What follows belongs to an exercise in optimizing a design on an open flow for small area, a short achievable clock period and few clock cycles per item; a production flow would make more cautious choices. At most, simulation tests tie the RTL to the original design; equivalence was not proved. Power is estimated from default activity; no workload was simulated.

==> module tfj_dp, before the edit <==
module tfj_dp (
	input  wire logic       clk,
	input  wire logic       arst_n,
	input  wire logic       wr_en,
	input  wire logic       wr_adv,
	input  wire logic [8:0] wr_data,
	input  wire logic       rd_take,
	output logic            q_v,
	output logic [8:0]      q_data
);
	logic [8:0] mem [64];
	logic [3:0] wa_q;
	logic [3:0] wb_q;
	logic [3:0] wc_q;
	logic [5:0] ra_q;
	logic [6:0] mc_q;     
	logic       ne_q;     
	logic       load;
	assign load = (rd_take || !q_v) && ne_q;
	always_ff @(posedge clk) begin
		for (int i = 0; i < 64; i++) begin
			if (wr_en && wa_q[i % 4] && wb_q[(i / 4) % 4] && wc_q[i / 16]) begin
				mem[i] <= wr_data;
			end
		end
		if (load) begin
			q_data <= mem[ra_q];
		end
	end
	always_ff @(posedge clk or negedge arst_n) begin
		if (!arst_n) begin
			wa_q <= 4'b0001;
			wb_q <= 4'b0001;
			wc_q <= 4'b0001;
			ra_q <= 6'd0;
			mc_q <= 7'd0;
			ne_q <= 1'b0;
			q_v  <= 1'b0;
		end else begin
			if (wr_adv) begin
				wa_q <= {wa_q[2:0], wa_q[3]};
				if (wa_q[3]) begin
					wb_q <= {wb_q[2:0], wb_q[3]};
					if (wb_q[3]) begin
						wc_q <= {wc_q[2:0], wc_q[3]};
					end
				end
			end
			if (wr_adv && !load) begin
				mc_q <= mc_q + 7'd1;
			end else if (!wr_adv && load) begin
				mc_q <= mc_q - 7'd1;
			end
			ne_q <= wr_adv || (ne_q && !(mc_q == 7'd1 && load));
			if (load) begin
				ra_q <= ra_q + 6'd1;
				q_v  <= 1'b1;
			end else if (rd_take) begin
				q_v <= 1'b0;
			end
		end
	end
endmodule
export LEC_CHECK = 0
export ABC_CLOCK_PERIOD_IN_PS = 2600
export CAP_MARGIN = 20
export CORE_MARGIN = 2
export CORE_UTILIZATION = 40
export SETUP_SLACK_MARGIN = 4.4
export SLEW_MARGIN = 20
create_clock -name core_clock -period 7.0 [get_ports {clk}]
run.sh (not shown) runs the stock make flow with config.mk's settings and CLKGATE_MAP_FILE= SYNTH_SCRIPT=/design/flow/synth_recipe.tcl, a recipe that flattens the netlist after the stock synthesis.
==> next run, changes <==
--- a/flow/design.v
+++ b/flow/design.v
@@ -178,21 +178,35 @@
 	logic [3:0] wb_q;
 	logic [3:0] wc_q;
 	logic [5:0] ra_q;
 	logic [6:0] mc_q;     
 	logic       ne_q;     
 	logic       load;
+	logic [8:0] r1 [16];
+	logic [8:0] r2 [4];
+	logic [8:0] rd;
+	always_comb begin
+		for (int i = 0; i < 16; i++) begin
+			r1[i] = ra_q[1] ? (ra_q[0] ? mem[4 * i + 3] : mem[4 * i + 2])
+				: (ra_q[0] ? mem[4 * i + 1] : mem[4 * i]);
+		end
+		for (int i = 0; i < 4; i++) begin
+			r2[i] = ra_q[3] ? (ra_q[2] ? r1[4 * i + 3] : r1[4 * i + 2])
+				: (ra_q[2] ? r1[4 * i + 1] : r1[4 * i]);
+		end
+		rd = ra_q[5] ? (ra_q[4] ? r2[3] : r2[2]) : (ra_q[4] ? r2[1] : r2[0]);
+	end
 	assign load = (rd_take || !q_v) && ne_q;
 	always_ff @(posedge clk) begin
 		for (int i = 0; i < 64; i++) begin
 			if (wr_en && wa_q[i % 4] && wb_q[(i / 4) % 4] && wc_q[i / 16]) begin
 				mem[i] <= wr_data;
 			end
 		end
 		if (load) begin
-			q_data <= mem[ra_q];
+			q_data <= rd;
 		end
 	end
 	always_ff @(posedge clk or negedge arst_n) begin
 		if (!arst_n) begin
 			wa_q <= 4'b0001;
 			wb_q <= 4'b0001;
After rerunning: Non-clock buffer count goes down by 94; setup slack gains 0.39 ns; hold slack gets worse by 0.0040 ns; clock skew fell by 0.011 ns; power went up by 5.7%; wire length decreases by 37%; design area is lower by 5.1%; clock-buffer cell count drops by 6; first-iteration DRC count decreases by 54%.
No run of this note included a check of the RTL's function; only the layout flow was run.


Another version of the RTL of text_full_justify_top (not shown whole).
Size: about 1900 cells after synthesis, roughly 34 I/O pins.
## text_full_justify_top
module text_full_justify_top (
	input  wire logic       clk,
	input  wire logic       arst_n,
	input  wire logic       cfg_we,
	input  wire logic [5:0] cfg_wdata,
	input  wire logic       in_valid,
	output logic            in_ready,
	input  wire logic [7:0] in_byte,
	input  wire logic       in_byte_valid,
	input  wire logic       in_word_end,
	input  wire logic       in_text_end,
	output logic            out_valid,
	input  wire logic       out_ready,
	output logic [7:0]      out_byte,
	output logic            out_line_last,
	output logic            out_word_cut
);
make LEC_CHECK=0 ABC_CLOCK_PERIOD_IN_PS=2600 CAP_MARGIN=20 CORE_MARGIN=2 CORE_UTILIZATION=70 CTS_CLUSTER_DIAMETER=70 CTS_CLUSTER_SIZE=24 SETUP_SLACK_MARGIN=4.5 SLEW_MARGIN=20 finish   # period 7.0 ns
The starting point ran to the end with no violations.
Next try:
--- a/flow/design.v
+++ b/flow/design.v
@@ -272,22 +272,23 @@
 	logic       wfull_q;  
 	logic       ovf_q;    
 	logic       b_v;
 	logic [5:0] b_wl;
 	logic       b_ovf;
 	logic       b_ne;     
 	logic       b_brk;    
 	logic       b_tep;    
 	logic [5:0] len_q;    
 	logic [4:0] n_q;      
 	logic       cut_q;
+	logic [5:0] rp1_q;    
 	logic       le_q;     
 	logic       dst_q;
 	logic [2:0] dcnt_q;
 	logic [4:0] ds_q;
 	logic [3:0] dr_q;
 	logic       nl_v;
 	logic [5:0] nl_len;
 	logic       nl_cut;
 	logic [4:0] nl_bm1;
 	logic [3:0] nl_rem;
 	logic       nl_take;
@@ -342,22 +343,23 @@
 		if (!arst_n) begin
 			w_q     <= tfj_pkg::WIDTH_RESET;
 			rdy_q   <= 1'b0;
 			it_v    <= 1'b0;
 			wlc_q   <= 6'd0;
 			wfull_q <= 1'b0;
 			ovf_q   <= 1'b0;
 			b_v     <= 1'b0;
 			len_q   <= 6'd0;
 			n_q     <= 5'd0;
 			cut_q   <= 1'b0;
+			rp1_q   <= 6'd0;
 			le_q    <= 1'b1;
 			dst_q   <= 1'b0;
 			dcnt_q  <= 3'd0;
 			nl_v    <= 1'b0;
 		end else begin
 			if (cfg_we) begin
 				if (cfg_wdata == 6'd0) begin
 					w_q <= 6'd1;
 				end else if (cfg_wdata > 6'd32) begin
 					w_q <= 6'd32;
 				end else begin
@@ -379,22 +381,23 @@
 					wfull_q <= wlc_new == w_q;
 				end else begin
 					ovf_q <= 1'b1;
 				end
 			end
 			b_v <= b_v_d;
 			if (b_proc && b_ne) begin
 				len_q <= add_len;
 				n_q   <= (b_fresh ? 5'd0 : n_q) + 5'd1;
 				le_q  <= 1'b0;
 				cut_q <= add_cut;
+				rp1_q <= b_fresh ? (w_q - b_wl) : (rp1_q + ~b_wl);
 			end
 			if (b_proc && !b_brk && b_tep) begin
 				len_q <= 6'd0;
 				n_q   <= 5'd0;
 				le_q  <= 1'b1;
 				cut_q <= 1'b0;
 			end
 			dst_q <= b_proc && b_ne;
 			if (dst_q) begin
 				dcnt_q <= 3'd0;
 			end else if (dcnt_q != 3'd5) begin
@@ -411,23 +414,23 @@
 	always_ff @(posedge clk) begin
 		if (accept) begin
 			it_b  <= in_byte;
 			it_bv <= in_byte_valid;
 			it_cl <= in_cl;
 			it_te <= in_text_end;
 		end
 		if (xfer) begin
 			b_wl  <= wlc_new;
 			b_ovf <= ovf_q || (it_bv && wfull_q);
 			b_ne  <= ne_new;
-			b_brk <= ne_new && !le_q && ({1'b0, len_q} + {2'b0, n_q} + {1'b0, wlc_new} > {1'b0, w_q} || n_q[4]);
+			b_brk <= ne_new && !le_q && (wlc_new >= rp1_q || n_q[4]);
 			b_tep <= it_te && (ne_new || !le_q);
 		end else if (b_proc && b_brk) begin
 			b_wl  <= 6'd0;
 			b_ovf <= 1'b0;
 			b_ne  <= 1'b0;
 			b_brk <= 1'b0;
 		end
 		if (dst_q) begin
 			ds_q <= 5'(w_q - len_q);
 			dr_q <= 4'd0;
 		end else if (dcnt_q != 3'd5) begin
Worst hold slack degrades by 0.018 ns.
Setup slack is better by 0.99 ns.
Combinational power hardly moves.
Global-route usage increases by 1.2 points.
Sequential cell count climbs by 6.
Register-to-register slack gets better by 1.0 ns.
Synthesized cell count went down by 0.42%.
Cell area is higher by 0.68%.
Die area stays flat.
Testbench counts after the change, summed over its fixed seeds: cycles 14,959, bytes 14,730.
For the first run of this note, only the layout was checked, not whether the RTL still works.

==> static timing again, ports no longer ideal <==
The flow's constraints put no driver on any port. The routed layouts listed below were extracted and timed again, unchanged, in two steps. Step 1 assumes that a clkbuf_16 drives the clock port and a buf_2 every other input. Step 2, shift: input delay + t, output delay - t, t = (earliest + latest rising clock arrival at the registers) / 2. This alone moves slack from input paths to output paths. Slacks: ideal ports / drivers / drivers and shift; pairs: ideal ports / drivers.
run	t (ns)	setup slack, ns	worst setup path at the end	worst register clock-pin slew, ns	worst data-port slew with drivers (ns)
the first run of note 1	0.694	3.905 / 3.905 / 3.762	input to register	0.07 / 0.07	0.03
the second run of note 1	0.689	4.296 / 4.231 / 3.883	input to register	0.07 / 0.07	0.04
the first run of note 2	0.645	3.435 / 3.435 / 3.435	register to register	0.10 / 0.10	0.06
the second run of note 2	0.659	4.427 / 4.366 / 4.308	input to register	0.10 / 0.10	0.04
After both steps every run listed still meets setup and hold. For the second run of note 1, which loses most, drivers alone change the setup slack by -0.065 ns; drivers and shift together by -0.413 ns.
